Background: an optimization exercise with open tools, aiming at small area. Do not read the settings as production practice.
The RTL was checked by simulation tests, not by an equivalence proof against the original design.
Power figures rest on the tool's default switching activity, not on a simulated workload.

run 1:
## sisc_mc_core
module sisc_mc_core #(
  parameter int DATA_W = 32,
  parameter int REG_AW = 4
) (
  input  logic              clk,
  input  logic              rst,
  input  logic [31:0]       ir,
  input  logic              ir_valid,
  output logic              ir_ready,
  output logic              busy,
  output logic              halted,
  output logic [3:0]        stat,
  output logic              illegal,
  input  logic [REG_AW-1:0] dbg_addr,
  output logic [DATA_W-1:0] dbg_data
);
export LEC_CHECK = 0
export CAP_MARGIN = 20
export CORE_MARGIN = 2
export CORE_UTILIZATION = 40
export SLEW_MARGIN = 20
export SYNTH_HIERARCHICAL = 1
export SYNTH_MINIMUM_KEEP_SIZE = 0
create_clock -name core_clock -period 10.0 [get_ports {clk}]
standard.sh (not shown) runs the stock make flow with config.mk's settings and CLKGATE_MAP_FILE= SYNTH_SCRIPT=/design/flow/synth_recipe.tcl, a recipe that flattens the netlist after the stock synthesis.
==> flow/flow/run.sh <==
#!/bin/bash
# Own layout flow: the standard flow (standard.sh: the standard synthesis,
# floorplan, power grid, placement, CTS, routing) with two settings changed:
#  - port buffers are sky130_fd_sc_hd__buf_1 instead of the default delay cell;
#  - clock tree: clkbuf_8 buffers, sink clusters of at most 16 flops within
#    60 um, and no dummy loads.
# The full make output goes to standard_flow.log in this folder; ORFS keeps
# each step's log under orfs/logs/.
set -euo pipefail
bash standard.sh \
  "BUFFER_PORTS_ARGS=-buffer_cell sky130_fd_sc_hd__buf_1" \
  "CTS_ARGS=-sink_clustering_enable -repair_clock_nets -dont_use_dummy_load -buf_list sky130_fd_sc_hd__clkbuf_8 -sink_clustering_size 16 -sink_clustering_max_diameter 60" \
  finish > standard_flow.log 2>&1
test -s out/final.def
For run 2, these inputs were changed with respect to run 1:
Settings: CTS_CLUSTER_DIAMETER: unset -> 60; CTS_CLUSTER_SIZE: unset -> 16; CTS_BUF_LIST: unset -> sky130_fd_sc_hd__clkbuf_8.
==> flow/run.sh (new file) <==
#!/bin/bash
# synth_recipe.tcl (not shown) runs the flow's synth.tcl, then flattens the netlist and writes it again
# the make line also repeats each setting of config.mk as NAME=value (left out here)
make -C /OpenROAD-flow-scripts/flow DESIGN_CONFIG=/design/flow/config.mk WORK_HOME=/design/flow/orfs CLKGATE_MAP_FILE= SYNTH_SCRIPT=/design/flow/synth_recipe.tcl finish
removed: flow/flow/run.sh
removed: flow/standard.sh
## What came out
- Run 2 vs. run 1: multi-input gate share of total cell area went down; final worst-path setup slack moved down; share of the clock period used by the worst path grew by 0.67 points; number of antenna violations at the first check in global routing has decreased.
- Against run 1, run 2 comes in 1.1 points lower on share of total power in sequential cells.
- Cell count (run 2 over run 1): increase, 25
Input changes introduced in run 3 (baseline for comparison: run 2):
Settings: CTS_CLUSTER_SIZE: 16 -> unset; CTS_CLUSTER_DIAMETER: 60 -> unset; CTS_BUF_LIST: sky130_fd_sc_hd__clkbuf_8 -> unset.
==> flow/flow/run.sh (new file) <==
#!/bin/bash
# Own layout flow: the standard flow (standard.sh: the standard synthesis,
# floorplan, power grid, placement, CTS, routing) with three changes:
#  - after floorplan, synthesized logic gates are set to their smallest drive
#    strength (flow/downsize.tcl); placement and timing repair size up again
#    where needed;
#  - port buffers are sky130_fd_sc_hd__buf_1 instead of the default delay cell;
#  - clock tree: clkbuf_8 buffers, sink clusters of at most 16 flops within
#    60 um, and no dummy loads.
# The full make output goes to standard_flow.log in this folder; ORFS keeps
# each step's log under orfs/logs/.
set -euo pipefail
bash standard.sh \
  "POST_FLOORPLAN_TCL=$PWD/flow/downsize.tcl" \
  "BUFFER_PORTS_ARGS=-buffer_cell sky130_fd_sc_hd__buf_1" \
  "CTS_ARGS=-sink_clustering_enable -repair_clock_nets -dont_use_dummy_load -buf_list sky130_fd_sc_hd__clkbuf_8 -sink_clustering_size 16 -sink_clustering_max_diameter 60" \
  finish > standard_flow.log 2>&1
test -s out/final.def
==> flow/flow/downsize.tcl (new file) <==
# Downsize the synthesized logic gates to their smallest drive strength.
# Synthesis maps each small gate module on its own and picks larger drive
# strengths than the loads need; placement's repair_design and the later
# repair_timing passes size up again wherever slew, load or timing need it.
set block [ord::get_db_block]
set db [ord::get_db]
set n 0
foreach inst [$block getInsts] {
  set name [[$inst getMaster] getName]
  if {![regexp {^sky130_fd_sc_hd__([a-z0-9]+)_([0-9]+)$} $name -> fn sz]} { continue }
  if {$sz <= 1} { continue }
  if {![regexp {^(a[0-9]|o[0-9]|nand|nor|and|or|xor|xnor|mux|inv$|maj|ha$|fa$)} $fn]} { continue }
  foreach s {1 0} {
    set m [$db findMaster "sky130_fd_sc_hd__${fn}_${s}"]
    if {$m != "NULL" && $m != ""} {
      $inst swapMaster $m
      incr n
      break
    }
  }
}
puts "downsize: swapped $n instances to their smallest drive strength"
==> flow/standard.sh (new file) <==
#!/bin/bash
# synth_recipe.tcl (not shown) runs the flow's synth.tcl, then flattens the netlist and writes it again
# the make line also repeats each setting of config.mk as NAME=value (left out here)
make -C /OpenROAD-flow-scripts/flow DESIGN_CONFIG=/design/flow/config.mk WORK_HOME=/design/flow/orfs CLKGATE_MAP_FILE= SYNTH_SCRIPT=/design/flow/synth_recipe.tcl "${@:-finish}"
removed: flow/run.sh
### Flow results
Final standard cell area without fillers was lower in run 3 than in run 2. Going from run 2 to run 3, worst hold slack fell 12 ps; synthesized area about even; clock skew rose 16 ps. Delta(area overhead of the layout relative to synthesis, run 3 - run 2) < 0.

-- port drivers added, routing unchanged --
Ports are ideal in the flow. The routed layouts listed here were re-timed in OpenROAD. Step 1 (the two cells are an assumption about what drives the block):
set clk [get_ports {clk}]
set_driving_cell -lib_cell sky130_fd_sc_hd__clkbuf_16 $clk
set_driving_cell -lib_cell sky130_fd_sc_hd__buf_2 [delete_from_list [all_inputs] $clk]
Step 2, shift: input delay + t, output delay - t, t = (earliest + latest rising clock arrival at the registers) / 2. This alone moves slack from input paths to output paths. Three values: no drivers, after step 1, after step 2; two values: the first two.
run	t, ns	setup WS [ns]	hold WS [ns]
run 1	0.692	1.259 / 1.259 / 1.259	0.490 / 0.490 / 0.490
run 2	0.719	1.192 / 1.192 / 1.192	0.495 / 0.495 / 0.495
run 3	0.713	1.214 / 1.214 / 1.214	0.484 / 0.484 / 0.484
After both steps every run listed still meets setup and hold.
